Background: an optimization exercise with open tools, aiming at small area and few clock cycles. Do not read the settings as production practice. Only simulation tests tie the RTL to the original design; equivalence was not proved.

`design/flow/config.mk`:
```
export PLATFORM = sky130hd
export DESIGN_NAME = marching_squares_top
export DESIGN_NICKNAME = marching_squares_top
export VERILOG_FILES = /design/flow/design.v
export SDC_FILE = /design/flow/constraint.sdc
export NUM_CORES = 4
export LEC_CHECK = 0
export CAP_MARGIN = 20
export CORE_MARGIN = 2
export CORE_UTILIZATION = 40
export SLEW_MARGIN = 20
```
`design/flow/design.v`:
```
`default_nettype none
module marching_squares_top (
    input  wire        clk,
    input  wire        rst_n,
    input  wire        cell_valid,
    output wire        cell_stall,
    input  wire [79:0] cell_word,
    output wire        seg_valid,
    input  wire        seg_stall,
    output wire [36:0] seg,
    input  wire        psel,
    input  wire        penable,
    input  wire        pwrite,
    input  wire [3:0]  paddr,
    input  wire [31:0] pwdata,
    output wire [31:0] prdata,
    output wire        pready
);
    marching_squares_cell_segments u_core (
        .clk        (clk),
        .rst_n      (rst_n),
        .cell_valid (cell_valid),
        .cell_stall (cell_stall),
        .cell_word  (cell_word),
        .seg_valid  (seg_valid),
        .seg_stall  (seg_stall),
        .seg        (seg),
        .psel       (psel),
        .penable    (penable),
        .pwrite     (pwrite),
        .paddr      (paddr),
        .pwdata     (pwdata),
        .prdata     (prdata),
        .pready     (pready)
    );
endmodule
`default_nettype wire

`default_nettype none
package mscs_pkg;
    localparam int MAX_COLUMNS = 256;
    localparam int MAX_ROWS    = 256;
    localparam int SAMPLE_BITS = 16;
    localparam int COORD_BITS  = 8;
    localparam int COUNT_BITS  = 9;
    localparam int INDEX_BITS  = 17;
    localparam int ADDR_BITS   = 4;
    localparam int DATA_BITS   = 32;
    localparam logic [1:0] REG_THRESHOLD = 2'd0;
    localparam logic [1:0] REG_COLUMNS   = 2'd1;
    localparam logic [1:0] REG_ROWS      = 2'd2;
    typedef struct packed {
        logic [COORD_BITS-1:0]         cell_x;
        logic [COORD_BITS-1:0]         cell_y;
        logic signed [SAMPLE_BITS-1:0] top_left;
        logic signed [SAMPLE_BITS-1:0] top_right;
        logic signed [SAMPLE_BITS-1:0] bottom_right;
        logic signed [SAMPLE_BITS-1:0] bottom_left;
    } cell_t;
    typedef struct packed {
        logic                  first_is_vertex;
        logic [INDEX_BITS-1:0] first_index;
        logic                  second_is_vertex;
        logic [INDEX_BITS-1:0] second_index;
        logic                  last_of_cell;
    } segment_t;
    typedef struct packed {
        logic                  is_vertex;
        logic [INDEX_BITS-1:0] index;
    } endpoint_t;
    typedef struct packed {
        logic [1:0] count;
        segment_t   first;
        segment_t   second;
    } seg_pair_t;
endpackage
`default_nettype wire
`default_nettype none
module mscs_seg_calc (
    input  wire logic [mscs_pkg::COUNT_BITS-1:0]  cols,       
    input  wire logic [mscs_pkg::INDEX_BITS-1:0]  horiz,      
    input  wire logic [7:0]                       ma,         
    input  wire logic [8:0]                       mb,         
    input  wire logic [7:0]                       mc,         
    input  wire logic                             hmode,      
    input  wire logic [3:0]                       on,         
    input  wire logic [1:0]                       pe,         
    input  wire logic [1:0]                       qe,         
    input  wire logic                             last,
    output mscs_pkg::segment_t                    seg
);
    localparam int IW = mscs_pkg::INDEX_BITS;
    localparam logic [1:0] E_TOP    = 2'd0;
    localparam logic [1:0] E_RIGHT  = 2'd1;
    localparam logic [1:0] E_BOTTOM = 2'd2;
    localparam logic [1:0] E_LEFT   = 2'd3;
    function automatic logic [4:0] ep_ctl(input logic [1:0] e, input logic [3:0] o);
        logic ta, tb;
        logic v;
        logic [2:0] sel;
        logic cin;
        case (e)
            E_TOP:    begin ta = o[3]; tb = o[2]; end
            E_RIGHT:  begin ta = o[2]; tb = o[1]; end
            E_BOTTOM: begin ta = o[0]; tb = o[1]; end
            default:  begin ta = o[3]; tb = o[0]; end
        endcase
        v = ta ^ tb;
        case (e)
            E_TOP:    begin sel = v ? 3'd0 : 3'd3; cin = v ? tb : 1'b1; end
            E_RIGHT:  begin sel = v ? (tb ? 3'd1 : 3'd0) : 3'd2; cin = 1'b1; end
            E_BOTTOM: begin sel = v ? 3'd1 : 3'd4; cin = v & tb; end
            default:  begin sel = v ? (tb ? 3'd1 : 3'd0) : 3'd2; cin = 1'b0; end
        endcase
        ep_ctl = {v, sel, cin};
    endfunction
    function automatic logic [IW-1:0] offs(input logic [2:0] s, input logic [IW-1:0] c,
                                           input logic [IW-1:0] h, input logic [IW-1:0] n,
                                           input logic [IW-1:0] cn);
        case (s)
            3'd1:    offs = c;
            3'd2:    offs = h;
            3'd3:    offs = n;
            3'd4:    offs = cn;
            default: offs = '0;
        endcase
    endfunction
    function automatic logic [IW-1:0] c_minus_y1(input logic [8:0] c, input logic [7:0] y);
        logic [IW-1:0] a, b, s;
        logic          k;
        a = {8'h00, c};
        b = {9'h1ff, ~y};
        k = 1'b0;
        for (int i = 0; i < IW; i++)
        begin
            s[i] = a[i] ^ b[i] ^ k;
            k    = (a[i] & b[i]) | (a[i] & k) | (b[i] & k);
        end
        c_minus_y1 = s;
    endfunction
    logic [4:0]    pc, qc;
    logic [2:0]    psel;
    logic          pcin;
    logic [IW-1:0] ny, cny, cz;
    logic [IW-1:0] po, qo;
    assign pc   = ep_ctl(pe, on);
    assign qc   = ep_ctl(qe, on);
    assign psel = hmode ? 3'd4 : pc[3:1];
    assign pcin = hmode ? 1'b0 : pc[0];
    assign ny   = {9'h1ff, ~ma};
    assign cz   = {8'h00, cols};
    assign cny  = c_minus_y1(cols, ma);
    assign po   = offs(psel, cz, horiz, ny, cny);
    assign qo   = offs(qc[3:1], cz, horiz, ny, cny);
    mscs_idx u_idx (
        .a    (ma),
        .b    (mb),
        .c    (mc),
        .po   (po),
        .pcin (pcin),
        .qo   (qo),
        .qcin (qc[0]),
        .pi   (seg.first_index),
        .qi   (seg.second_index)
    );
    assign seg.first_is_vertex  = pc[4];
    assign seg.second_is_vertex = qc[4];
    assign seg.last_of_cell     = last;
endmodule
module mscs_idx (
    input  wire logic [7:0]  a,
    input  wire logic [8:0]  b,
    input  wire logic [7:0]  c,
    input  wire logic [16:0] po,
    input  wire logic        pcin,
    input  wire logic [16:0] qo,
    input  wire logic        qcin,
    output logic [16:0]      pi,
    output logic [16:0]      qi
);
    wire [8:0] pp0 = b & {9{a[0]}};
    wire [8:0] pp1 = b & {9{a[1]}};
    wire [8:0] pp2 = b & {9{a[2]}};
    wire [8:0] pp3 = b & {9{a[3]}};
    wire [8:0] pp4 = b & {9{a[4]}};
    wire [8:0] pp5 = b & {9{a[5]}};
    wire [8:0] pp6 = b & {9{a[6]}};
    wire [8:0] pp7 = b & {9{a[7]}};
    wire t1;
    wire t2;
    wire t3;
    wire t4;
    wire t5;
    wire t6;
    wire t7;
    wire t8;
    wire t9;
    wire t10;
    wire t11;
    wire t12;
    wire t13;
    wire t14;
    wire t15;
    wire t16;
    wire t17;
    wire t18;
    wire t19;
    wire t20;
    wire t21;
    wire t22;
    wire t23;
    wire t24;
    wire t25;
    wire t26;
    wire t27;
    wire t28;
    wire t29;
    wire t30;
    wire t31;
    wire t32;
    wire t33;
    wire t34;
    wire t35;
    wire t36;
    wire t37;
    wire t38;
    wire t39;
    wire t40;
    wire t41;
    wire t42;
    wire t43;
    wire t44;
    wire t45;
    wire t46;
    wire t47;
    wire t48;
    wire t49;
    wire t50;
    wire t51;
    wire t52;
    wire t53;
    wire t54;
    wire t55;
    wire t56;
    wire t57;
    wire t58;
    wire t59;
    wire t60;
    wire t61;
    wire t62;
    wire t63;
    wire t64;
    wire t65;
    wire t66;
    wire t67;
    wire t68;
    wire t69;
    wire t70;
    wire t71;
    wire t72;
    wire t73;
    wire t74;
    wire t75;
    wire t76;
    wire t77;
    wire t78;
    wire t79;
    wire t80;
    wire t81;
    wire t82;
    wire t83;
    wire t84;
    wire t85;
    wire t86;
    wire t87;
    wire t88;
    wire t89;
    wire t90;
    wire t91;
    wire t92;
    wire t93;
    wire t94;
    wire t95;
    wire t96;
    wire t97;
    wire t98;
    wire t99;
    wire t100;
    wire t101;
    wire t102;
    wire t103;
    wire t104;
    wire t105;
    wire t106;
    wire t107;
    wire t108;
    wire t109;
    wire t110;
    wire t111;
    wire t112;
    wire t113;
    wire t114;
    wire t115;
    wire t116;
    wire t117;
    wire t118;
    wire t119;
    wire t120;
    wire t121;
    wire t122;
    wire t123;
    wire t124;
    wire t125;
    wire t126;
    wire t127;
    wire t128;
    wire t129;
    wire t130;
    wire t131;
    wire t132;
    wire t133;
    wire t134;
    wire t135;
    wire t136;
    wire t137;
    wire t138;
    wire t139;
    wire t140;
    wire t141;
    wire t142;
    wire t143;
    wire t144;
    wire t145;
    wire t146;
    wire t147;
    wire t148;
    wire t149;
    wire t150;
    wire t151;
    wire t152;
    wire t153;
    wire t154;
    wire t155;
    wire t156;
    wire t157;
    wire t158;
    wire t159;
    wire t160;
    wire t161;
    wire t162;
    wire t163;
    wire t164;
    wire t165;
    wire t166;
    wire t167;
    wire t168;
    wire t169;
    wire t170;
    wire t171;
    wire t172;
    wire t173;
    wire t174;
    wire t175;
    wire t176;
    wire t177;
    wire t178;
    wire t179;
    wire t180;
    wire t181;
    wire t182;
    wire t183;
    wire t184;
    wire t185;
    wire t186;
    wire t187;
    wire t188;
    wire t189;
    wire t190;
    wire t191;
    wire t192;
    wire t193;
    wire t194;
    wire t195;
    wire t196;
    wire t197;
    wire t198;
    wire t199;
    wire t200;
    wire t201;
    wire t202;
    wire t203;
    wire t204;
    wire t205;
    wire t206;
    wire t207;
    wire t208;
    wire t209;
    wire t210;
    wire t211;
    wire t212;
    wire t213;
    wire t214;
    wire t215;
    wire t216;
    wire t217;
    wire t218;
    wire t219;
    wire t220;
    wire t221;
    wire t222;
    wire t223;
    wire t224;
    wire t225;
    wire t226;
    wire t227;
    wire t228;
    wire t229;
    wire t230;
    wire t231;
    wire t232;
    wire t233;
    wire t234;
    wire t235;
    wire t236;
    wire t237;
    wire t238;
    wire t239;
    wire t240;
    wire t241;
    wire t242;
    wire t243;
    wire t244;
    wire t245;
    wire t246;
    wire t247;
    wire t248;
    wire t249;
    wire t250;
    wire t251;
    wire t252;
    wire t253;
    wire t254;
    wire t255;
    wire t256;
    wire t257;
    wire t258;
    wire t259;
    wire t260;
    wire t261;
    wire t262;
    wire t263;
    wire t264;
    wire t265;
    wire t266;
    wire t267;
    wire t268;
    wire t269;
    wire t270;
    wire t271;
    wire t272;
    wire t273;
    wire t274;
    wire t275;
    wire t276;
    wire t277;
    wire t278;
    wire t279;
    wire t280;
    wire t281;
    wire t282;
    wire t283;
    wire t284;
    wire t285;
    wire t286;
    wire t287;
    wire t288;
    wire t289;
    wire t290;
    wire t291;
    wire t292;
    wire t293;
    wire t294;
    wire t295;
    wire t296;
    wire t297;
    wire t298;
    wire t299;
    wire t300;
    wire t301;
    wire t302;
    wire t303;
    wire t304;
    wire t305;
    wire t306;
    wire t307;
    wire t308;
    wire t309;
    wire t310;
    wire t311;
    wire t312;
    assign t1 = pp0[5] ^ pp1[4];
    assign t2 = pp0[5] & pp1[4];
    assign t3 = pp0[6] ^ pp1[5] ^ pp2[4];
    assign t4 = (pp0[6] & pp1[5]) | (pp0[6] & pp2[4]) | (pp1[5] & pp2[4]);
    assign t5 = pp3[3] ^ pp4[2];
    assign t6 = pp3[3] & pp4[2];
    assign t7 = pp0[7] ^ pp1[6] ^ pp2[5];
    assign t8 = (pp0[7] & pp1[6]) | (pp0[7] & pp2[5]) | (pp1[6] & pp2[5]);
    assign t9 = pp3[4] ^ pp4[3] ^ pp5[2];
    assign t10 = (pp3[4] & pp4[3]) | (pp3[4] & pp5[2]) | (pp4[3] & pp5[2]);
    assign t11 = pp6[1] ^ pp7[0];
    assign t12 = pp6[1] & pp7[0];
    assign t13 = pp0[8] ^ pp1[7] ^ pp2[6];
    assign t14 = (pp0[8] & pp1[7]) | (pp0[8] & pp2[6]) | (pp1[7] & pp2[6]);
    assign t15 = pp3[5] ^ pp4[4] ^ pp5[3];
    assign t16 = (pp3[5] & pp4[4]) | (pp3[5] & pp5[3]) | (pp4[4] & pp5[3]);
    assign t17 = pp6[2] ^ pp7[1];
    assign t18 = pp6[2] & pp7[1];
    assign t19 = pp1[8] ^ pp2[7] ^ pp3[6];
    assign t20 = (pp1[8] & pp2[7]) | (pp1[8] & pp3[6]) | (pp2[7] & pp3[6]);
    assign t21 = pp4[5] ^ pp5[4] ^ pp6[3];
    assign t22 = (pp4[5] & pp5[4]) | (pp4[5] & pp6[3]) | (pp5[4] & pp6[3]);
    assign t23 = pp2[8] ^ pp3[7] ^ pp4[6];
    assign t24 = (pp2[8] & pp3[7]) | (pp2[8] & pp4[6]) | (pp3[7] & pp4[6]);
    assign t25 = pp0[3] ^ pp1[2];
    assign t26 = pp0[3] & pp1[2];
    assign t27 = pp0[4] ^ pp1[3] ^ pp2[2];
    assign t28 = (pp0[4] & pp1[3]) | (pp0[4] & pp2[2]) | (pp1[3] & pp2[2]);
    assign t29 = pp3[1] ^ pp4[0];
    assign t30 = pp3[1] & pp4[0];
    assign t31 = t1 ^ pp2[3] ^ pp3[2];
    assign t32 = (t1 & pp2[3]) | (t1 & pp3[2]) | (pp2[3] & pp3[2]);
    assign t33 = pp4[1] ^ pp5[0] ^ c[5];
    assign t34 = (pp4[1] & pp5[0]) | (pp4[1] & c[5]) | (pp5[0] & c[5]);
    assign t35 = t2 ^ t3 ^ t5;
    assign t36 = (t2 & t3) | (t2 & t5) | (t3 & t5);
    assign t37 = pp5[1] ^ pp6[0] ^ c[6];
    assign t38 = (pp5[1] & pp6[0]) | (pp5[1] & c[6]) | (pp6[0] & c[6]);
    assign t39 = t4 ^ t6 ^ t7;
    assign t40 = (t4 & t6) | (t4 & t7) | (t6 & t7);
    assign t41 = t9 ^ t11 ^ c[7];
    assign t42 = (t9 & t11) | (t9 & c[7]) | (t11 & c[7]);
    assign t43 = t8 ^ t10 ^ t12;
    assign t44 = (t8 & t10) | (t8 & t12) | (t10 & t12);
    assign t45 = t13 ^ t15 ^ t17;
    assign t46 = (t13 & t15) | (t13 & t17) | (t15 & t17);
    assign t47 = t14 ^ t16 ^ t18;
    assign t48 = (t14 & t16) | (t14 & t18) | (t16 & t18);
    assign t49 = t19 ^ t21 ^ pp7[2];
    assign t50 = (t19 & t21) | (t19 & pp7[2]) | (t21 & pp7[2]);
    assign t51 = t20 ^ t22 ^ t23;
    assign t52 = (t20 & t22) | (t20 & t23) | (t22 & t23);
    assign t53 = pp5[5] ^ pp6[4] ^ pp7[3];
    assign t54 = (pp5[5] & pp6[4]) | (pp5[5] & pp7[3]) | (pp6[4] & pp7[3]);
    assign t55 = t24 ^ pp3[8] ^ pp4[7];
    assign t56 = (t24 & pp3[8]) | (t24 & pp4[7]) | (pp3[8] & pp4[7]);
    assign t57 = pp5[6] ^ pp6[5] ^ pp7[4];
    assign t58 = (pp5[6] & pp6[5]) | (pp5[6] & pp7[4]) | (pp6[5] & pp7[4]);
    assign t59 = pp4[8] ^ pp5[7] ^ pp6[6];
    assign t60 = (pp4[8] & pp5[7]) | (pp4[8] & pp6[6]) | (pp5[7] & pp6[6]);
    assign t61 = pp0[2] ^ pp1[1];
    assign t62 = pp0[2] & pp1[1];
    assign t63 = t25 ^ pp2[1] ^ pp3[0];
    assign t64 = (t25 & pp2[1]) | (t25 & pp3[0]) | (pp2[1] & pp3[0]);
    assign t65 = t26 ^ t27 ^ t29;
    assign t66 = (t26 & t27) | (t26 & t29) | (t27 & t29);
    assign t67 = t28 ^ t30 ^ t31;
    assign t68 = (t28 & t30) | (t28 & t31) | (t30 & t31);
    assign t69 = t32 ^ t34 ^ t35;
    assign t70 = (t32 & t34) | (t32 & t35) | (t34 & t35);
    assign t71 = t36 ^ t38 ^ t39;
    assign t72 = (t36 & t38) | (t36 & t39) | (t38 & t39);
    assign t73 = t40 ^ t42 ^ t43;
    assign t74 = (t40 & t42) | (t40 & t43) | (t42 & t43);
    assign t75 = t44 ^ t46 ^ t47;
    assign t76 = (t44 & t46) | (t44 & t47) | (t46 & t47);
    assign t77 = t48 ^ t50 ^ t51;
    assign t78 = (t48 & t50) | (t48 & t51) | (t50 & t51);
    assign t79 = t52 ^ t54 ^ t55;
    assign t80 = (t52 & t54) | (t52 & t55) | (t54 & t55);
    assign t81 = t56 ^ t58 ^ t59;
    assign t82 = (t56 & t58) | (t56 & t59) | (t58 & t59);
    assign t83 = t60 ^ pp5[8] ^ pp6[7];
    assign t84 = (t60 & pp5[8]) | (t60 & pp6[7]) | (pp5[8] & pp6[7]);
    assign t85 = pp0[1] ^ pp1[0];
    assign t86 = pp0[1] & pp1[0];
    assign t87 = t61 ^ pp2[0] ^ c[2];
    assign t88 = (t61 & pp2[0]) | (t61 & c[2]) | (pp2[0] & c[2]);
    assign t89 = t62 ^ t63 ^ c[3];
    assign t90 = (t62 & t63) | (t62 & c[3]) | (t63 & c[3]);
    assign t91 = t64 ^ t65 ^ c[4];
    assign t92 = (t64 & t65) | (t64 & c[4]) | (t65 & c[4]);
    assign t93 = t66 ^ t67 ^ t33;
    assign t94 = (t66 & t67) | (t66 & t33) | (t67 & t33);
    assign t95 = t68 ^ t69 ^ t37;
    assign t96 = (t68 & t69) | (t68 & t37) | (t69 & t37);
    assign t97 = t70 ^ t71 ^ t41;
    assign t98 = (t70 & t71) | (t70 & t41) | (t71 & t41);
    assign t99 = t72 ^ t73 ^ t45;
    assign t100 = (t72 & t73) | (t72 & t45) | (t73 & t45);
    assign t101 = t74 ^ t75 ^ t49;
    assign t102 = (t74 & t75) | (t74 & t49) | (t75 & t49);
    assign t103 = t76 ^ t77 ^ t53;
    assign t104 = (t76 & t77) | (t76 & t53) | (t77 & t53);
    assign t105 = t78 ^ t79 ^ t57;
    assign t106 = (t78 & t79) | (t78 & t57) | (t79 & t57);
    assign t107 = t80 ^ t81 ^ pp7[5];
    assign t108 = (t80 & t81) | (t80 & pp7[5]) | (t81 & pp7[5]);
    assign t109 = t82 ^ t83 ^ pp7[6];
    assign t110 = (t82 & t83) | (t82 & pp7[6]) | (t83 & pp7[6]);
    assign t111 = t84 ^ pp6[8] ^ pp7[7];
    assign t112 = (t84 & pp6[8]) | (t84 & pp7[7]) | (pp6[8] & pp7[7]);
    assign t113 = pp0[0] ^ c[0];
    assign t114 = pp0[0] & c[0];
    assign t115 = t85 ^ c[1] ^ po[1];
    assign t116 = (t85 & c[1]) | (t85 & po[1]) | (c[1] & po[1]);
    assign t117 = t86 ^ t87 ^ po[2];
    assign t118 = (t86 & t87) | (t86 & po[2]) | (t87 & po[2]);
    assign t119 = t88 ^ t89 ^ po[3];
    assign t120 = (t88 & t89) | (t88 & po[3]) | (t89 & po[3]);
    assign t121 = t90 ^ t91 ^ po[4];
    assign t122 = (t90 & t91) | (t90 & po[4]) | (t91 & po[4]);
    assign t123 = t92 ^ t93 ^ po[5];
    assign t124 = (t92 & t93) | (t92 & po[5]) | (t93 & po[5]);
    assign t125 = t94 ^ t95 ^ po[6];
    assign t126 = (t94 & t95) | (t94 & po[6]) | (t95 & po[6]);
    assign t127 = t96 ^ t97 ^ po[7];
    assign t128 = (t96 & t97) | (t96 & po[7]) | (t97 & po[7]);
    assign t129 = t98 ^ t99 ^ po[8];
    assign t130 = (t98 & t99) | (t98 & po[8]) | (t99 & po[8]);
    assign t131 = t100 ^ t101 ^ po[9];
    assign t132 = (t100 & t101) | (t100 & po[9]) | (t101 & po[9]);
    assign t133 = t102 ^ t103 ^ po[10];
    assign t134 = (t102 & t103) | (t102 & po[10]) | (t103 & po[10]);
    assign t135 = t104 ^ t105 ^ po[11];
    assign t136 = (t104 & t105) | (t104 & po[11]) | (t105 & po[11]);
    assign t137 = t106 ^ t107 ^ po[12];
    assign t138 = (t106 & t107) | (t106 & po[12]) | (t107 & po[12]);
    assign t139 = t108 ^ t109 ^ po[13];
    assign t140 = (t108 & t109) | (t108 & po[13]) | (t109 & po[13]);
    assign t141 = t110 ^ t111 ^ po[14];
    assign t142 = (t110 & t111) | (t110 & po[14]) | (t111 & po[14]);
    assign t143 = t112 ^ pp7[8] ^ po[15];
    assign t144 = (t112 & pp7[8]) | (t112 & po[15]) | (pp7[8] & po[15]);
    assign t145 = t113 ^ po[0] ^ pcin;
    assign t146 = (t113 & po[0]) | (t113 & pcin) | (po[0] & pcin);
    assign t147 = t114 ^ t115 ^ t146;
    assign t148 = (t114 & t115) | (t114 & t146) | (t115 & t146);
    assign t149 = t116 ^ t117 ^ t148;
    assign t150 = (t116 & t117) | (t116 & t148) | (t117 & t148);
    assign t151 = t118 ^ t119 ^ t150;
    assign t152 = (t118 & t119) | (t118 & t150) | (t119 & t150);
    assign t153 = t120 ^ t121 ^ t152;
    assign t154 = (t120 & t121) | (t120 & t152) | (t121 & t152);
    assign t155 = t122 ^ t123 ^ t154;
    assign t156 = (t122 & t123) | (t122 & t154) | (t123 & t154);
    assign t157 = t124 ^ t125 ^ 1'b0;
    assign t158 = (t124 & t125) | (t124 & 1'b0) | (t125 & 1'b0);
    assign t159 = t126 ^ t127 ^ t158;
    assign t160 = (t126 & t127) | (t126 & t158) | (t127 & t158);
    assign t161 = t128 ^ t129 ^ t160;
    assign t162 = (t128 & t129) | (t128 & t160) | (t129 & t160);
    assign t163 = t130 ^ t131 ^ t162;
    assign t164 = (t130 & t131) | (t130 & t162) | (t131 & t162);
    assign t165 = t132 ^ t133 ^ t164;
    assign t166 = (t132 & t133) | (t132 & t164) | (t133 & t164);
    assign t167 = t134 ^ t135 ^ t166;
    assign t168 = (t134 & t135) | (t134 & t166) | (t135 & t166);
    assign t169 = t124 ^ t125 ^ 1'b1;
    assign t170 = (t124 & t125) | (t124 & 1'b1) | (t125 & 1'b1);
    assign t171 = t126 ^ t127 ^ t170;
    assign t172 = (t126 & t127) | (t126 & t170) | (t127 & t170);
    assign t173 = t128 ^ t129 ^ t172;
    assign t174 = (t128 & t129) | (t128 & t172) | (t129 & t172);
    assign t175 = t130 ^ t131 ^ t174;
    assign t176 = (t130 & t131) | (t130 & t174) | (t131 & t174);
    assign t177 = t132 ^ t133 ^ t176;
    assign t178 = (t132 & t133) | (t132 & t176) | (t133 & t176);
    assign t179 = t134 ^ t135 ^ t178;
    assign t180 = (t134 & t135) | (t134 & t178) | (t135 & t178);
    assign t181 = t156 ? t169 : t157;
    assign t182 = t156 ? t171 : t159;
    assign t183 = t156 ? t173 : t161;
    assign t184 = t156 ? t175 : t163;
    assign t185 = t156 ? t177 : t165;
    assign t186 = t156 ? t179 : t167;
    assign t187 = t156 ? t180 : t168;
    assign t188 = t136 ^ t137 ^ 1'b0;
    assign t189 = (t136 & t137) | (t136 & 1'b0) | (t137 & 1'b0);
    assign t190 = t138 ^ t139 ^ t189;
    assign t191 = (t138 & t139) | (t138 & t189) | (t139 & t189);
    assign t192 = t140 ^ t141 ^ t191;
    assign t193 = (t140 & t141) | (t140 & t191) | (t141 & t191);
    assign t194 = t142 ^ t143 ^ t193;
    assign t195 = (t142 & t143) | (t142 & t193) | (t143 & t193);
    assign t196 = t144 ^ po[16] ^ t195;
    assign t197 = (t144 & po[16]) | (t144 & t195) | (po[16] & t195);
    assign t198 = t136 ^ t137 ^ 1'b1;
    assign t199 = (t136 & t137) | (t136 & 1'b1) | (t137 & 1'b1);
    assign t200 = t138 ^ t139 ^ t199;
    assign t201 = (t138 & t139) | (t138 & t199) | (t139 & t199);
    assign t202 = t140 ^ t141 ^ t201;
    assign t203 = (t140 & t141) | (t140 & t201) | (t141 & t201);
    assign t204 = t142 ^ t143 ^ t203;
    assign t205 = (t142 & t143) | (t142 & t203) | (t143 & t203);
    assign t206 = t144 ^ po[16] ^ t205;
    assign t207 = (t144 & po[16]) | (t144 & t205) | (po[16] & t205);
    assign t208 = t187 ? t198 : t188;
    assign t209 = t187 ? t200 : t190;
    assign t210 = t187 ? t202 : t192;
    assign t211 = t187 ? t204 : t194;
    assign t212 = t187 ? t206 : t196;
    assign t213 = pp0[0] ^ c[0];
    assign t214 = pp0[0] & c[0];
    assign t215 = t85 ^ c[1] ^ qo[1];
    assign t216 = (t85 & c[1]) | (t85 & qo[1]) | (c[1] & qo[1]);
    assign t217 = t86 ^ t87 ^ qo[2];
    assign t218 = (t86 & t87) | (t86 & qo[2]) | (t87 & qo[2]);
    assign t219 = t88 ^ t89 ^ qo[3];
    assign t220 = (t88 & t89) | (t88 & qo[3]) | (t89 & qo[3]);
    assign t221 = t90 ^ t91 ^ qo[4];
    assign t222 = (t90 & t91) | (t90 & qo[4]) | (t91 & qo[4]);
    assign t223 = t92 ^ t93 ^ qo[5];
    assign t224 = (t92 & t93) | (t92 & qo[5]) | (t93 & qo[5]);
    assign t225 = t94 ^ t95 ^ qo[6];
    assign t226 = (t94 & t95) | (t94 & qo[6]) | (t95 & qo[6]);
    assign t227 = t96 ^ t97 ^ qo[7];
    assign t228 = (t96 & t97) | (t96 & qo[7]) | (t97 & qo[7]);
    assign t229 = t98 ^ t99 ^ qo[8];
    assign t230 = (t98 & t99) | (t98 & qo[8]) | (t99 & qo[8]);
    assign t231 = t100 ^ t101 ^ qo[9];
    assign t232 = (t100 & t101) | (t100 & qo[9]) | (t101 & qo[9]);
    assign t233 = t102 ^ t103 ^ qo[10];
    assign t234 = (t102 & t103) | (t102 & qo[10]) | (t103 & qo[10]);
    assign t235 = t104 ^ t105 ^ qo[11];
    assign t236 = (t104 & t105) | (t104 & qo[11]) | (t105 & qo[11]);
    assign t237 = t106 ^ t107 ^ qo[12];
    assign t238 = (t106 & t107) | (t106 & qo[12]) | (t107 & qo[12]);
    assign t239 = t108 ^ t109 ^ qo[13];
    assign t240 = (t108 & t109) | (t108 & qo[13]) | (t109 & qo[13]);
    assign t241 = t110 ^ t111 ^ qo[14];
    assign t242 = (t110 & t111) | (t110 & qo[14]) | (t111 & qo[14]);
    assign t243 = t112 ^ pp7[8] ^ qo[15];
    assign t244 = (t112 & pp7[8]) | (t112 & qo[15]) | (pp7[8] & qo[15]);
    assign t245 = t213 ^ qo[0] ^ qcin;
    assign t246 = (t213 & qo[0]) | (t213 & qcin) | (qo[0] & qcin);
    assign t247 = t214 ^ t215 ^ t246;
    assign t248 = (t214 & t215) | (t214 & t246) | (t215 & t246);
    assign t249 = t216 ^ t217 ^ t248;
    assign t250 = (t216 & t217) | (t216 & t248) | (t217 & t248);
    assign t251 = t218 ^ t219 ^ t250;
    assign t252 = (t218 & t219) | (t218 & t250) | (t219 & t250);
    assign t253 = t220 ^ t221 ^ t252;
    assign t254 = (t220 & t221) | (t220 & t252) | (t221 & t252);
    assign t255 = t222 ^ t223 ^ t254;
    assign t256 = (t222 & t223) | (t222 & t254) | (t223 & t254);
    assign t257 = t224 ^ t225 ^ 1'b0;
    assign t258 = (t224 & t225) | (t224 & 1'b0) | (t225 & 1'b0);
    assign t259 = t226 ^ t227 ^ t258;
    assign t260 = (t226 & t227) | (t226 & t258) | (t227 & t258);
    assign t261 = t228 ^ t229 ^ t260;
    assign t262 = (t228 & t229) | (t228 & t260) | (t229 & t260);
    assign t263 = t230 ^ t231 ^ t262;
    assign t264 = (t230 & t231) | (t230 & t262) | (t231 & t262);
    assign t265 = t232 ^ t233 ^ t264;
    assign t266 = (t232 & t233) | (t232 & t264) | (t233 & t264);
    assign t267 = t234 ^ t235 ^ t266;
    assign t268 = (t234 & t235) | (t234 & t266) | (t235 & t266);
    assign t269 = t224 ^ t225 ^ 1'b1;
    assign t270 = (t224 & t225) | (t224 & 1'b1) | (t225 & 1'b1);
    assign t271 = t226 ^ t227 ^ t270;
    assign t272 = (t226 & t227) | (t226 & t270) | (t227 & t270);
    assign t273 = t228 ^ t229 ^ t272;
    assign t274 = (t228 & t229) | (t228 & t272) | (t229 & t272);
    assign t275 = t230 ^ t231 ^ t274;
    assign t276 = (t230 & t231) | (t230 & t274) | (t231 & t274);
    assign t277 = t232 ^ t233 ^ t276;
    assign t278 = (t232 & t233) | (t232 & t276) | (t233 & t276);
    assign t279 = t234 ^ t235 ^ t278;
    assign t280 = (t234 & t235) | (t234 & t278) | (t235 & t278);
    assign t281 = t256 ? t269 : t257;
    assign t282 = t256 ? t271 : t259;
    assign t283 = t256 ? t273 : t261;
    assign t284 = t256 ? t275 : t263;
    assign t285 = t256 ? t277 : t265;
    assign t286 = t256 ? t279 : t267;
    assign t287 = t256 ? t280 : t268;
    assign t288 = t236 ^ t237 ^ 1'b0;
    assign t289 = (t236 & t237) | (t236 & 1'b0) | (t237 & 1'b0);
    assign t290 = t238 ^ t239 ^ t289;
    assign t291 = (t238 & t239) | (t238 & t289) | (t239 & t289);
    assign t292 = t240 ^ t241 ^ t291;
    assign t293 = (t240 & t241) | (t240 & t291) | (t241 & t291);
    assign t294 = t242 ^ t243 ^ t293;
    assign t295 = (t242 & t243) | (t242 & t293) | (t243 & t293);
    assign t296 = t244 ^ qo[16] ^ t295;
    assign t297 = (t244 & qo[16]) | (t244 & t295) | (qo[16] & t295);
    assign t298 = t236 ^ t237 ^ 1'b1;
    assign t299 = (t236 & t237) | (t236 & 1'b1) | (t237 & 1'b1);
    assign t300 = t238 ^ t239 ^ t299;
    assign t301 = (t238 & t239) | (t238 & t299) | (t239 & t299);
    assign t302 = t240 ^ t241 ^ t301;
    assign t303 = (t240 & t241) | (t240 & t301) | (t241 & t301);
    assign t304 = t242 ^ t243 ^ t303;
    assign t305 = (t242 & t243) | (t242 & t303) | (t243 & t303);
    assign t306 = t244 ^ qo[16] ^ t305;
    assign t307 = (t244 & qo[16]) | (t244 & t305) | (qo[16] & t305);
    assign t308 = t287 ? t298 : t288;
    assign t309 = t287 ? t300 : t290;
    assign t310 = t287 ? t302 : t292;
    assign t311 = t287 ? t304 : t294;
    assign t312 = t287 ? t306 : t296;
    assign pi = {t212, t211, t210, t209, t208, t186, t185, t184, t183, t182, t181, t155, t153, t151, t149, t147, t145};
    assign qi = {t312, t311, t310, t309, t308, t286, t285, t284, t283, t282, t281, t255, t253, t251, t249, t247, t245};
endmodule
`default_nettype wire
`default_nettype none
module marching_squares_cell_segments (
    input  wire logic                            clk,
    input  wire logic                            rst_n,
    input  wire logic                            cell_valid,
    output logic                                 cell_stall,
    input  wire mscs_pkg::cell_t                 cell_word,
    output logic                                 seg_valid,
    input  wire logic                            seg_stall,
    output mscs_pkg::segment_t                   seg,
    input  wire logic                            psel,
    input  wire logic                            penable,
    input  wire logic                            pwrite,
    input  wire logic [mscs_pkg::ADDR_BITS-1:0]  paddr,
    input  wire logic [mscs_pkg::DATA_BITS-1:0]  pwdata,
    output logic [mscs_pkg::DATA_BITS-1:0]       prdata,
    output logic                                 pready
);
    localparam int CW = mscs_pkg::COUNT_BITS;
    localparam int SW = mscs_pkg::SAMPLE_BITS;
    localparam int IW = mscs_pkg::INDEX_BITS;
    localparam logic [1:0] E_TOP    = 2'd0;
    localparam logic [1:0] E_RIGHT  = 2'd1;
    localparam logic [1:0] E_BOTTOM = 2'd2;
    localparam logic [1:0] E_LEFT   = 2'd3;
    function automatic logic ge16(input logic [15:0] a, input logic [15:0] t);
        logic c;
        c = 1'b1;
        for (int i = 0; i < 16; i++)
            c = t[i] ? a[i] : c;
        ge16 = c;
    endfunction
    function automatic logic ge8(input logic [7:0] a, input logic [7:0] b);
        logic c;
        c = 1'b1;
        for (int i = 0; i < 8; i++)
            c = (a[i] & ~b[i]) | ((a[i] | ~b[i]) & c);
        ge8 = c;
    endfunction
    function automatic logic [7:0] sub8(input logic [7:0] v, input logic [7:0] k);
        logic [7:0] d;
        logic       b;
        b = 1'b0;
        for (int i = 0; i < 8; i++)
        begin
            d[i] = v[i] ^ k[i] ^ b;
            b    = (~v[i] & k[i]) | (~v[i] & b) | (k[i] & b);
        end
        sub8 = d;
    endfunction
    function automatic logic [7:0] clamp_minus(input logic [CW-1:0] v, input logic lo,
                                               input logic hi, input logic [7:0] k);
        if (lo)
            clamp_minus = 8'd2 - k;
        else if (hi)
            clamp_minus = 8'd0 - k;
        else
            clamp_minus = sub8(v[7:0], k);
    endfunction
    logic [SW-1:0]        thr_reg;
    logic [CW-1:0]        cols_raw_reg;
    logic [CW-1:0]        rows_raw_reg;
    logic                 cols_lo_reg, cols_hi_reg;
    logic                 rows_lo, rows_hi;
    logic [IW-1:0]        horiz_reg;
    logic [CW-1:0]        cols_c;
    logic [7:0]           cols_m2;
    logic [7:0]           rows_m1;
    logic [7:0]           rows_m2;
    logic                 wd_lo, wd_hi;
    logic                 cfg_wr;
    logic                 grid_wr;
    logic                 grid_wr_reg;
    assign pready  = 1'b1;
    assign cfg_wr  = psel && penable && pwrite;
    assign grid_wr = cfg_wr && ((paddr[3:2] == mscs_pkg::REG_COLUMNS) ||
                                (paddr[3:2] == mscs_pkg::REG_ROWS));
    assign wd_lo   = pwdata[8:1] == 8'd0;
    assign wd_hi   = pwdata[8] && (pwdata[7:0] != 8'd0);
    assign rows_lo = rows_raw_reg[8:1] == 8'd0;
    assign rows_hi = rows_raw_reg[8] && (rows_raw_reg[7:0] != 8'd0);
    assign cols_c  = cols_lo_reg ? CW'(2) : (cols_hi_reg ? CW'(256) : cols_raw_reg);
    assign cols_m2 = clamp_minus(cols_raw_reg, cols_lo_reg, cols_hi_reg, 8'd2);
    assign rows_m1 = clamp_minus(rows_raw_reg, rows_lo, rows_hi, 8'd1);
    assign rows_m2 = clamp_minus(rows_raw_reg, rows_lo, rows_hi, 8'd2);
    always_ff @(posedge clk or negedge rst_n)
    begin
        if (!rst_n)
            grid_wr_reg <= 1'b0;
        else
            grid_wr_reg <= grid_wr;
    end
    always_ff @(posedge clk or negedge rst_n)
    begin
        if (!rst_n)
        begin
            thr_reg      <= '0;
            cols_raw_reg <= CW'(mscs_pkg::MAX_COLUMNS);
            rows_raw_reg <= CW'(mscs_pkg::MAX_ROWS);
            cols_lo_reg  <= 1'b0;
            cols_hi_reg  <= 1'b0;
        end
        else if (cfg_wr)
        begin
            unique case (paddr[3:2])
                mscs_pkg::REG_THRESHOLD:
                begin
                    thr_reg <= pwdata[SW-1:0];
                end
                mscs_pkg::REG_COLUMNS:
                begin
                    cols_raw_reg <= pwdata[CW-1:0];
                    cols_lo_reg  <= wd_lo;
                    cols_hi_reg  <= wd_hi;
                end
                mscs_pkg::REG_ROWS:
                begin
                    rows_raw_reg <= pwdata[CW-1:0];
                end
                default:
                begin
                end
            endcase
        end
    end
    always_comb
    begin
        unique case (paddr[3:2])
            mscs_pkg::REG_THRESHOLD: prdata = mscs_pkg::DATA_BITS'(thr_reg);
            mscs_pkg::REG_COLUMNS:   prdata = mscs_pkg::DATA_BITS'(cols_raw_reg);
            mscs_pkg::REG_ROWS:      prdata = mscs_pkg::DATA_BITS'(rows_raw_reg);
            default:                 prdata = '0;
        endcase
    end
    logic [SW-1:0] u_tl, u_tr, u_br, u_bl, u_thr;
    logic [3:0]    code;
    logic [3:0]    on_cell;
    logic          high;
    logic          in_grid;
    logic          flip;
    logic          has_seg;
    logic          saddle;
    logic [1:0]    pe_cell;
    logic [1:0]    qe_cell;
    assign u_tl  = cell_word.top_left     ^ 16'h8000;
    assign u_tr  = cell_word.top_right    ^ 16'h8000;
    assign u_br  = cell_word.bottom_right ^ 16'h8000;
    assign u_bl  = cell_word.bottom_left  ^ 16'h8000;
    assign u_thr = thr_reg ^ 16'h8000;
    logic [SW-1:0] t_tl, t_tr, t_br, t_bl;
    assign t_tl    = cell_word.top_left     ^ thr_reg;
    assign t_tr    = cell_word.top_right    ^ thr_reg;
    assign t_br    = cell_word.bottom_right ^ thr_reg;
    assign t_bl    = cell_word.bottom_left  ^ thr_reg;
    assign code    = {ge16(u_tl, t_tl), ge16(u_tr, t_tr), ge16(u_br, t_br), ge16(u_bl, t_bl)};
    assign on_cell = {t_tl == '0, t_tr == '0, t_br == '0, t_bl == '0};
    logic [18:0] s1, c1, s2, c2, s3, c3, nt;
    logic        hc;
    assign nt = {1'b0, ~u_thr, 2'b11};
    assign s1 = {3'b000, u_tl ^ u_tr ^ u_br};
    assign c1 = {2'b00, (u_tl & u_tr) | (u_tl & u_br) | (u_tr & u_br), 1'b0};
    assign s2 = s1 ^ c1 ^ {3'b000, u_bl};
    assign c2 = {(s1[17:0] & c1[17:0]) | (s1[17:0] & {2'b00, u_bl}) | (c1[17:0] & {2'b00, u_bl}), 1'b0};
    assign s3 = s2 ^ c2 ^ nt;
    assign c3 = {(s2[17:0] & c2[17:0]) | (s2[17:0] & nt[17:0]) | (c2[17:0] & nt[17:0]), 1'b0};
    always_comb
    begin
        hc = 1'b1;
        for (int i = 0; i < 18; i++)
            hc = (s3[i] & c3[i]) | (s3[i] & hc) | (c3[i] & hc);
        high = s3[18] ^ c3[18] ^ hc;
    end
    assign in_grid = ge8(cols_m2, cell_word.cell_x) && ge8(rows_m2, cell_word.cell_y);
    assign saddle  = (code == 4'd5) || (code == 4'd10);
    assign has_seg = in_grid && (code != 4'd0) && (code != 4'd15);
    assign flip    = high != (code == 4'd5);
    always_comb
    begin
        case (code)
            4'd1, 4'd14: begin pe_cell = E_LEFT;   qe_cell = E_BOTTOM; end
            4'd2, 4'd13: begin pe_cell = E_BOTTOM; qe_cell = E_RIGHT;  end
            4'd3, 4'd12: begin pe_cell = E_LEFT;   qe_cell = E_RIGHT;  end
            4'd4, 4'd11: begin pe_cell = E_TOP;    qe_cell = E_RIGHT;  end
            4'd6, 4'd9:  begin pe_cell = E_TOP;    qe_cell = E_BOTTOM; end
            4'd7, 4'd8:  begin pe_cell = E_LEFT;   qe_cell = E_TOP;    end
            default:     begin pe_cell = E_LEFT;   qe_cell = flip ? E_BOTTOM : E_TOP; end
        endcase
    end
    logic          d_valid_reg;
    logic [7:0]    d_x_reg;
    logic [7:0]    d_y_reg;
    logic [3:0]    d_on_reg;
    logic [1:0]    d_pe_reg;
    logic [1:0]    d_qe_reg;
    logic          d_pend_reg;      
    logic          d_top2_reg;      
    logic deliver;
    logic free;
    logic load;
    assign deliver    = d_valid_reg && !seg_stall;
    assign free       = !d_valid_reg || (deliver && !d_pend_reg);
    assign cell_stall = !free || grid_wr_reg;
    assign load       = cell_valid && has_seg && !cell_stall;
    always_ff @(posedge clk or negedge rst_n)
    begin
        if (!rst_n)
            d_valid_reg <= 1'b0;
        else if (free)
            d_valid_reg <= load;
    end
    always_ff @(posedge clk)
    begin
        if (load)
        begin
            d_x_reg <= cell_word.cell_x;
            d_y_reg <= cell_word.cell_y;
        end
        else if (free)
        begin
            d_x_reg <= 8'd0;
            d_y_reg <= rows_m1;
        end
    end
    always_ff @(posedge clk)
    begin
        if (load)
        begin
            d_on_reg   <= on_cell;
            d_pe_reg   <= pe_cell;
            d_qe_reg   <= qe_cell;
            d_pend_reg <= saddle;
            d_top2_reg <= flip;
        end
        else if (deliver && d_pend_reg)
        begin
            d_pe_reg   <= d_top2_reg ? E_TOP : E_BOTTOM;
            d_qe_reg   <= E_RIGHT;
            d_pend_reg <= 1'b0;
        end
    end
    mscs_seg_calc u_calc (
        .cols   (cols_c),
        .horiz  (horiz_reg),
        .ma     (d_y_reg),
        .mb     (cols_c),
        .mc     (d_x_reg),
        .hmode  (!d_valid_reg),
        .on     (d_on_reg),
        .pe     (d_pe_reg),
        .qe     (d_qe_reg),
        .last   (!d_pend_reg),
        .seg    (seg)
    );
    always_ff @(posedge clk)
    begin
        if (!d_valid_reg)
            horiz_reg <= seg.first_index;
    end
    assign seg_valid = d_valid_reg;
endmodule
`default_nettype wire
```
`design/flow/constraint.sdc`:
```
create_clock -name core_clock -period 9.0 [get_ports {clk}]
set_input_delay 1.8000 -clock core_clock [delete_from_list [all_inputs] [get_ports {clk}]]
set_output_delay 1.8000 -clock core_clock [all_outputs]
set_load 0.01 [all_outputs]
```
`design/flow/flow/abc_area.script`:
```
strash
&get -n
&fraig -x
&put
scorr
dc2
dch -f
amap
topo
stime -c
```
`design/flow/flow/run.sh`:
```
#!/bin/bash
# The standard layout with these changes:
#  - synthesis: the standard script (same registers, names and cell types), but
#    the design's modules are kept apart until after technology mapping; the
#    index adder tree (mscs_idx), which holds the critical path, is mapped with
#    ORFS's speed script and every other module with flow/abc_area.script, an
#    area-oriented mapping; the yosys pre-mapping abc pass is skipped; the
#    netlist is flattened and renamed as in the standard synthesis
#  - plain buf_1 cells as the port buffers
#  - a clock tree of clkbuf_8 cells, larger sink clusters, no dummy loads
set -uo pipefail
W=$(pwd)
sed -e "s#^source \$::env(SCRIPTS_DIR)/synth_preamble.tcl\$#source \$::env(SCRIPTS_DIR)/synth_preamble.tcl\nset abc_area_args [lreplace \$abc_args 1 1 $W/flow/abc_area.script]#" \
    -e "s#^  log_cmd abc {\*}\$abc_args\$#  log_cmd abc {*}\$abc_args mscs_idx\n  log_cmd abc {*}\$abc_area_args marching_squares_top marching_squares_cell_segments mscs_seg_calc#" \
    "$FLOW_HOME/scripts/synth.tcl" > "$W/my_synth_core.tcl"
sed -e "s#source \$::env(SCRIPTS_DIR)/synth.tcl#source $W/my_synth_core.tcl#" \
    -e "s#yosys synth -nofsm -noshare#yosys synth -nofsm -noshare -noabc#" \
    synth_recipe.tcl > "$W/my_synth.tcl"
sed "s#SYNTH_SCRIPT=[^ ]*#SYNTH_SCRIPT=$W/my_synth.tcl#" standard.sh > "$W/my_standard.sh"
SYNTH_HIERARCHICAL=1 SYNTH_MINIMUM_KEEP_SIZE=0 bash "$W/my_standard.sh" synth > synth.log 2>&1
export BUFFER_PORTS_ARGS="-buffer_cell sky130_fd_sc_hd__buf_1"
export CTS_ARGS="-sink_clustering_enable -repair_clock_nets -buf_list sky130_fd_sc_hd__clkbuf_8 -root_buf sky130_fd_sc_hd__clkbuf_8 -dont_use_dummy_load -sink_clustering_size 30"
bash "$W/my_standard.sh" > standard.log 2>&1
```
`design/flow/standard.sh`:
```
#!/bin/bash
# synth_recipe.tcl (not shown) runs the flow's synth.tcl, then flattens the netlist and writes it again
# the make line also repeats each setting of config.mk as NAME=value (left out here)
make -C /OpenROAD-flow-scripts/flow DESIGN_CONFIG=/design/flow/config.mk WORK_HOME=/design/flow/orfs CLKGATE_MAP_FILE= SYNTH_SCRIPT=/design/flow/synth_recipe.tcl "${@:-finish}"
```
==> flow_summary.yaml, run 1 <==
sta:
  fin_skew_ns: 0.04055
  final-setup-viol-count: 0
  hold_ws_ns: 0.5321
  timing_worst_slew_pin_value_ns: 0.9630
  hold_violations: 0
  fin_ws_ns: 0.3339
  report.final.slew_viol_count: 0
  max_freq_mhz: 115.4
  layout_worst_path_cycle_share_pct: 96.29
  min_period_ns: 8.666
  maxSlewHeadroom_pct: 35.80
yosys:
  synth_top_flop_cell: "sky130_fd_sc_hd__edfxtp_1"
  yosys_warnings: 8
  post_synth.cell_area_avg_um2: 9.309
  synth.ff_latch_count: 81
  gate_count_after_technology_mapping: 1183
  yosysSeqAreaShare_pct: 20.38
  yosys.cell_types.count: 60
  synth_enable_flop_cells: 43
  async_set_or_reset_register_ratio_after_synthesis_pct: 46.91
  syn_area_um2: 11010
layout:
  stdcell_count: 1684
  areaGrowthSynthToFinish_pct: 10.30
  largest_register_ffs: 17
  layout_commonest_cell: "sky130_fd_sc_hd__buf_1"
  final_cell_area_um2: 12150
  nNetsFinal: 1678
  layout.cells.most_common_list: "sky130_fd_sc_hd__buf_1 (156), sky130_fd_sc_hd__clkinv_1 (149), sky130_fd_sc_hd__fa_1 (142)"
  final.fill_count: 2725
  drive_gt1_share_pct: 5.295
grt:
  grt_pass1_vias: 9390
  grt_antenna_before_repair: 2
  grt_pass1_wl_um: 49580
  global_route.overflow_total: 0
  grt_max_degree: 39
  global_route.usage.total_pct: 21.93
placed_design:
  hpwl_reported_at_the_end_of_detailed_placement_um: 25240
  place_area_um2: 11840
  place_congestion: 0.9155
  port_buffer_cells: 159
  placed_cells_incl_taps: 1664
  place_worst_setup_slack_ns: 0.3308
setup_path:
  required_time_of_the_critical_path_ns: 7.20
  worstSetupPathType: "flop to output pin"
  path_max_fanout: 9
  worstPathArrival_ns: 6.87
  worstSetupEndpointType: "output pin"
  critical_path.startpoint_type: "flop"
floorplanning:
  die_area_um2: 28880
  core_um2: 27030
  die_w_um: 169.9
  floorplan.initialDensity_pct: 40.75
  fp-row-count: 60
  die_y_um: 169.9
  top_level_ports: 195
route:
  drt_pass1_iterations: 5
  antenna_violating_nets_post_route: 0
  route.final.wire_length_um: 30880
  drt-wirelength-per-cell_um: 18.34
  viasPerCell: 5.477
  drt_first_iter_violations: 584
  drc_viols: 0
  vias: 9224
clocking:
  h-tree-depth: 3
  cts_tree: "built"
  cts.path.max_buffers: 2
  cts_sinks: 81
  insertion_delay_ns: 0.39
  clkSlewWorstSetupHoldPaths_ns: 0.12
  cts-root-buf: "sky130_fd_sc_hd__clkbuf_8"
  cts_buffers: 9
  holdBufCountCts: 0
flow_run:
  maxCapViolCount: 0
hold_path:
  min_path_type: "flop to flop"
outcome:
  outcome: "finished clean"
-- stage by stage --
stage                     setup TNS (ns)  utilization (%)
after detailed placement               0            43.81
final                                  0            44.95
after floorplan                        0                -
after global placement                 0            43.81
after CTS                              0            44.47
after global routing             -0.1603            44.95
-- modules after synthesis (local to each module, per instance), excerpt --
module,area [um2],cells,times used,flip-flops and latches
marching_squares_cell_segments,6175,665,1,81
mscs_idx,3731,339,1,0
mscs_seg_calc,1107,179,1,0
-- synth_stat cells (3+ instances only) --
library cell / n / area share, %
sky130_fd_sc_hd__a21oi_1: 32 / 1.5
sky130_fd_sc_hd__fa_1: 143 / 26
sky130_fd_sc_hd__dfrtp_1: 36 / 8.2
sky130_fd_sc_hd__nand2_1: 74 / 2.5
sky130_fd_sc_hd__o2111ai_1: 7 / 0.56
sky130_fd_sc_hd__a22oi_1: 13 / 0.89
sky130_fd_sc_hd__nor3_1: 9 / 0.41
sky130_fd_sc_hd__and2_1: 73 / 4.1
sky130_fd_sc_hd__o22a_1: 13 / 1.0
sky130_fd_sc_hd__clkinv_1: 151 / 5.1
sky130_fd_sc_hd__a31oi_1: 16 / 0.91
sky130_fd_sc_hd__a21o_1: 5 / 0.34
sky130_fd_sc_hd__nand4_1: 3 / 0.17
sky130_fd_sc_hd__o22ai_1: 71 / 4.0
sky130_fd_sc_hd__o221ai_1: 15 / 1.2
sky130_fd_sc_hd__nand2b_1: 8 / 0.45
sky130_fd_sc_hd__buf_4: 54 / 3.7
sky130_fd_sc_hd__o21ai_1: 3 / 0.14
sky130_fd_sc_hd__o21ai_0: 60 / 2.7
sky130_fd_sc_hd__mux2i_1: 8 / 0.73
sky130_fd_sc_hd__o32ai_1: 3 / 0.24
sky130_fd_sc_hd__nand3_1: 8 / 0.36
sky130_fd_sc_hd__ha_1: 69 / 7.8
sky130_fd_sc_hd__or2_0: 21 / 1.2
sky130_fd_sc_hd__nor2b_1: 15 / 0.85
sky130_fd_sc_hd__or4_1: 5 / 0.34
sky130_fd_sc_hd__nor4_1: 10 / 0.57
sky130_fd_sc_hd__xor2_1: 14 / 1.1
sky130_fd_sc_hd__a221oi_1: 4 / 0.32
sky130_fd_sc_hd__xnor2_1: 8 / 0.64
sky130_fd_sc_hd__edfxtp_1: 43 / 12
sky130_fd_sc_hd__nor2_1: 110 / 3.7
sky130_fd_sc_hd__a221o_1: 4 / 0.36
sky130_fd_sc_hd__o21a_1: 7 / 0.48
sky130_fd_sc_hd__inv_1: 14 / 0.48
sky130_fd_sc_hd__a22o_1: 15 / 1.2
sky130_fd_sc_hd__a222oi_1: 5 / 0.45
-- worst max-delay path: stages, from the launching register on --
cell and delay (ns):
sky130_fd_sc_hd__edfxtp_1 0.39, sky130_fd_sc_hd__clkinv_1 0.10, sky130_fd_sc_hd__ha_1 0.29, sky130_fd_sc_hd__a22oi_1 0.23, sky130_fd_sc_hd__nand2_1 0.07, sky130_fd_sc_hd__o21ai_0 0.08
sky130_fd_sc_hd__ha_1 0.30, sky130_fd_sc_hd__o21a_1 0.24, sky130_fd_sc_hd__or3_4 0.45, sky130_fd_sc_hd__nor2_1 0.11, sky130_fd_sc_hd__nor2_1 0.04, sky130_fd_sc_hd__o21ai_0 0.13
sky130_fd_sc_hd__fa_1 0.51, sky130_fd_sc_hd__fa_1 0.44, sky130_fd_sc_hd__fa_1 0.42, sky130_fd_sc_hd__fa_1 0.41, sky130_fd_sc_hd__fa_1 0.40, sky130_fd_sc_hd__fa_1 0.45
sky130_fd_sc_hd__and2_1 0.23, sky130_fd_sc_hd__o311ai_4 0.33, sky130_fd_sc_hd__a211oi_4 0.12, sky130_fd_sc_hd__buf_12 0.15, sky130_fd_sc_hd__mux2_1 0.31, sky130_fd_sc_hd__nand3_1 0.12
sky130_fd_sc_hd__buf_1 0.16
-- kinds of logic after synthesis --
kind of cell / share of synthesized area (%)
AOI/OAI and AO/OA: 18.33
adders and majority gates: 33.83
and+or+nand+nor: 15.41
xor gates and xnor gates: 1.750
DFF: 20.38
buffers and inverters: 9.305
muxes: 0.9316
other: 0.06819
-- layout make-up --
type                       count  area, um2  area share (%)
sequential                    81       2245           18.48
timing repair buffer         188      843.3           6.942
tap                          341      426.7           3.512
antenna                        2      5.005         0.04120
clock buffer                   9      123.9           1.020
multi-input combinational    898       7881           64.88
inverter                     165      623.1           5.129
-- path summary, 6_finish.rpt --
path | depth (start not counted) | start | slack (ns) | to
max | 24 | u_core.d_pe_reg[0] | 0.33 | seg[35]
min | 2 | u_core.rows_raw_reg[8] | 0.53 | u_core.rows_raw_reg[8]
max reg2reg | 24 | u_core.d_pe_reg[0] | 2.42 | u_core.horiz_reg[15]
min reg2reg | 2 | u_core.rows_raw_reg[8] | 0.53 | u_core.rows_raw_reg[8]
max in group asynchronous | 1 | rst_n | 6.81 | u_core.cols_hi_reg
min in group asynchronous | 1 | rst_n | 1.55 | u_core.rows_raw_reg[7]
-- repair_timing --
action	in CTS	in global routing
gates resized for setup	0	29
pin swaps	2	5
setup buffers	4	5
endpoints found under the setup margin	7	13
-- routing by layer --
metal  share of wire (%)  track usage, %
met1                  46           30.47
met2                  46           35.76
met3                 5.6           3.442
met4                 2.0           5.909
met5                   0               0
Testbench counts, summed over its fixed seeds: cycles 10,644.
==> run 2, diff against run 1 <==
--- a/design/flow/design.v
+++ b/design/flow/design.v
@@ -884,3 +884,2 @@
     logic [7:0]           rows_m1;
-    logic [7:0]           rows_m2;
     logic                 wd_lo, wd_hi;
@@ -900,3 +899,2 @@
     assign rows_m1 = clamp_minus(rows_raw_reg, rows_lo, rows_hi, 8'd1);
-    assign rows_m2 = clamp_minus(rows_raw_reg, rows_lo, rows_hi, 8'd2);
     always_ff @(posedge clk or negedge rst_n)
@@ -988,3 +986,3 @@
     end
-    assign in_grid = ge8(cols_m2, cell_word.cell_x) && ge8(rows_m2, cell_word.cell_y);
+    assign in_grid = ge8(cols_m2, cell_word.cell_x) && !ge8(cell_word.cell_y, rows_m1);
     assign saddle  = (code == 4'd5) || (code == 4'd10);
--- a/design/flow/flow/run.sh
+++ b/design/flow/flow/run.sh
@@ -6,4 +6,7 @@
 #    ORFS's speed script and every other module with flow/abc_area.script, an
-#    area-oriented mapping; the yosys pre-mapping abc pass is skipped; the
-#    netlist is flattened and renamed as in the standard synthesis
+#    area-oriented mapping; the yosys pre-mapping abc pass is skipped. After
+#    flattening, the index datapath's internal wire names are dropped so that
+#    its outputs drive the output ports directly, buffers are inserted only for
+#    outputs that share a net (as the standard synthesis does), and the netlist
+#    is renamed as in the standard synthesis
 #  - plain buf_1 cells as the port buffers
@@ -17,5 +20,6 @@
     -e "s#yosys synth -nofsm -noshare#yosys synth -nofsm -noshare -noabc#" \
+    -e "s#^opt_clean -purge\$#rename -hide w:u_core.u_calc.*\nopt_clean -purge\ninsbuf -buf {*}\$::env(MIN_BUF_CELL_AND_PORTS)#" \
     synth_recipe.tcl > "$W/my_synth.tcl"
 sed "s#SYNTH_SCRIPT=[^ ]*#SYNTH_SCRIPT=$W/my_synth.tcl#" standard.sh > "$W/my_standard.sh"
-SYNTH_HIERARCHICAL=1 SYNTH_MINIMUM_KEEP_SIZE=0 bash "$W/my_standard.sh" synth > synth.log 2>&1
+SYNTH_HIERARCHICAL=1 SYNTH_MINIMUM_KEEP_SIZE=0 SYNTH_INSBUF=0 bash "$W/my_standard.sh" synth > synth.log 2>&1
 export BUFFER_PORTS_ARGS="-buffer_cell sky130_fd_sc_hd__buf_1"
==> flow_summary.yaml, run 2 <==
outcome:
  outcome: "aborted with a tool error"
  error_line: "ERROR: TCL interpreter returned an error: can't rename \"-hide\": command doesn't exist"
  outcome.stop_stage: "synthesis (1_2_yosys)"
yosys:
  yosys_warnings: 2
Testbench counts of run 2, summed over its fixed seeds: cycles 10,644.
==> run 3, diff against run 2 <==
--- a/design/flow/flow/run.sh
+++ b/design/flow/flow/run.sh
@@ -11,2 +11,3 @@
 #    is renamed as in the standard synthesis
+#  - synthesis buffers removed before placement (timing is repaired after)
 #  - plain buf_1 cells as the port buffers
@@ -20,3 +21,3 @@
     -e "s#yosys synth -nofsm -noshare#yosys synth -nofsm -noshare -noabc#" \
-    -e "s#^opt_clean -purge\$#rename -hide w:u_core.u_calc.*\nopt_clean -purge\ninsbuf -buf {*}\$::env(MIN_BUF_CELL_AND_PORTS)#" \
+    -e "s#^opt_clean -purge\$#yosys rename -hide w:u_core.u_calc.*\nopt_clean -purge\ninsbuf -buf {*}\$::env(MIN_BUF_CELL_AND_PORTS)#" \
     synth_recipe.tcl > "$W/my_synth.tcl"
@@ -26,2 +27,3 @@
 export CTS_ARGS="-sink_clustering_enable -repair_clock_nets -buf_list sky130_fd_sc_hd__clkbuf_8 -root_buf sky130_fd_sc_hd__clkbuf_8 -dont_use_dummy_load -sink_clustering_size 30"
+export REMOVE_ABC_BUFFERS=1
 bash "$W/my_standard.sh" > standard.log 2>&1
==> flow_summary.yaml, run 3 <==
sta:
  hold_ws_ns: 0.5445
  maxSlewHeadroom_pct: 25.18
  fin_skew_ns: 0.04139
  layout_worst_path_cycle_share_pct: 96.56
  max_freq_mhz: 115.1
  min_period_ns: 8.691
  hold_violations: 0
  report.final.slew_viol_count: 0
  fin_ws_ns: 0.3092
  timing_worst_slew_pin_value_ns: 1.094
  final-setup-viol-count: 0
setup_path:
  timing.rr.start: "u_core.cols_hi_reg"
  max_stage_delay_ns: 0.59
  cp_num_buf_inv: 5
  most_common_cell_type_on_the_critical_path: "sky130_fd_sc_hd__fa_1"
  worstSetupPathType: "flop to output pin"
  worstPathArrival_ns: 6.89
  rr_worst_depth: 24
  reg2reg_setup_slack_ns: 2.47
  worst_path_max_delay_cell: "sky130_fd_sc_hd__fa_1"
  reg2reg_to: "u_core.horiz_reg[16]"
  path_max_fanout: 7
  kind_of_cell_with_the_highest_combined_delay_on_the_critical_path: "adder cells"
  worstSetupEndpointType: "output pin"
  critical_path.startpoint_type: "flop"
  required_time_of_the_critical_path_ns: 7.20
route:
  antenna_violating_nets_post_route: 0
  drc_viols: 0
  route.final.wire_length_um: 29350
  top_layer_used: "met4"
  wl_met2_um: 13810
  routed-wl-met3_um: 1750
  viasPerCell: 5.462
  met1_routed_length_um: 13410
  vias: 9001
  drt_first_iter_violations: 562
  drt_pass1_iterations: 6
  drt-wirelength-per-cell_um: 17.81
floorplanning:
  fp-row-count: 59
  core_um2: 25840
  die_area_um2: 27380
  floorplan.initialDensity_pct: 40.36
  top_level_ports: 195
  die_w_um: 165.5
  die_y_um: 165.5
grt:
  grt_pass1_wl_um: 46550
  global_route.usage.total_pct: 22.00
  grt_pass1_vias: 8787
  grt_antenna_before_repair: 0
  grt_max_degree: 39
  global_route.overflow_total: 0
hold_path:
  min_path_type: "flop to flop"
  min_delay_worst_endpoint: "u_core.rows_raw_reg[8]"
  worst_hold_depth: 2
  worstHoldStart: "u_core.rows_raw_reg[8]"
clocking:
  cts_tree: "built"
  cts_buffers: 9
  clkSlewWorstSetupHoldPaths_ns: 0.12
  insertion_delay_ns: 0.40
  holdBufCountCts: 0
  cts.path.max_buffers: 2
  h-tree-depth: 3
  cts-root-buf: "sky130_fd_sc_hd__clkbuf_8"
  cts_sinks: 81
yosys:
  yosys_warnings: 8
  gate_count_after_technology_mapping: 1113
  post_synth.cell_area_avg_um2: 9.369
  syn_area_um2: 10430
placed_design:
  hpwl_reported_at_the_end_of_detailed_placement_um: 24330
  place_worst_setup_slack_ns: 0.1536
  place_congestion: 0.9315
  port_buffer_cells: 159
  placed_cells_incl_taps: 1629
layout:
  stdcell_count: 1648
  drive_gt1_share_pct: 7.012
  layout_commonest_cell: "sky130_fd_sc_hd__buf_1"
  combined_area_of_the_multi_input_logic_cells_um2: 7660
  sequential_cell_area_um2: 2247
  final.fill_count: 2577
  utilization_pct: 45.98
  areaGrowthSynthToFinish_pct: 13.93
  largest_register_ffs: 17
  layout.cells.most_common_list: "sky130_fd_sc_hd__buf_1 (156), sky130_fd_sc_hd__fa_1 (140), sky130_fd_sc_hd__clkinv_1 (138)"
  nNetsFinal: 1643
flow_run:
  maxCapViolCount: 0
outcome:
  outcome: "finished clean"
-- run 3: cell type report --
class	count	area share, %
well taps	335	3.528
inverters	156	4.971
diodes	1	0.02106
multi-input cells	876	64.48
clock buffers	9	1.043
repair buffers	190	7.046
flip-flops and latches	81	18.92
-- run 3: worst max path at each step --
stage | start | cells after the start | endpoint | slack [ns]
4_1_cts | u_core.cols_lo_reg | 25 | seg[33] | 0.04
2_1_floorplan | u_core.d_pe_reg[0] | 27 | seg[33] | 0.53
3_5_place_dp | u_core.d_pe_reg[1] | 28 | seg[33] | 0.15
6_report | u_core.cols_hi_reg | 25 | seg[17] | 0.31
3_3_place_gp | u_core.d_pe_reg[0] | 27 | seg[33] | 0.29
5_1_grt | u_core.cols_hi_reg | 25 | seg[17] | -0.03
-- run 3: metrics by stage --
stage / TNS, ns / instance area (um2)
after detailed placement: 0 / 11550
after global placement: 0 / 11550
after CTS: 0 / 11720
after floorplan: 0 / 10370
after global routing: -0.05174 / 11880
final: 0 / 11880
-- run 3: layer usage --
metal  up-vias  global-route usage, %
li1       4254                      -
met4         0                  5.525
met3        23                  3.372
met1      4408                  31.39
met2       316                  35.14
met5         -                      0
-- run 3: tightest hold or removal path: stages, from the launching register on --
cell and delay, ns:
sky130_fd_sc_hd__dfstp_2 0.39, sky130_fd_sc_hd__clkinv_1 0.08, sky130_fd_sc_hd__o22ai_1 0.08
-- run 3: timing repair --
item,4_1_cts,5_1_grt
gates resized for setup,8,29
pin swaps,1,5
buffers inserted,2,7
setup endpoints to repair,5,11

-- separate check: timing with driven ports --
Ports are ideal in the flow. The routed layouts listed here were re-timed in OpenROAD.
Step 1 sets driving cells, clkbuf_16 on the clock port and buf_2 on the other inputs (assumed; they add their load-dependent delay and slew).
Step 2 moves the port delays by t, midway between the first and last clock arrival at a register: inputs arrive t later, outputs are due t later. That takes back most of the time a late clock gives input paths.
Slacks: ideal ports / drivers / drivers and shift; pairs: ideal ports / drivers.
run | t (ns) | setup WS [ns] | worst hold slack (ns) | worst setup path at the end | clock arrival spread, ns
run 1 | 0.415 | 0.334 / 0.292 / 0.707 | 0.532 / 0.532 / 0.532 | register to output | 0.041 / 0.040
run 3 | 0.424 | 0.309 / 0.265 / 0.689 | 0.544 / 0.544 / 0.544 | register to output | 0.041 / 0.042
After both steps every run listed still meets setup and hold.
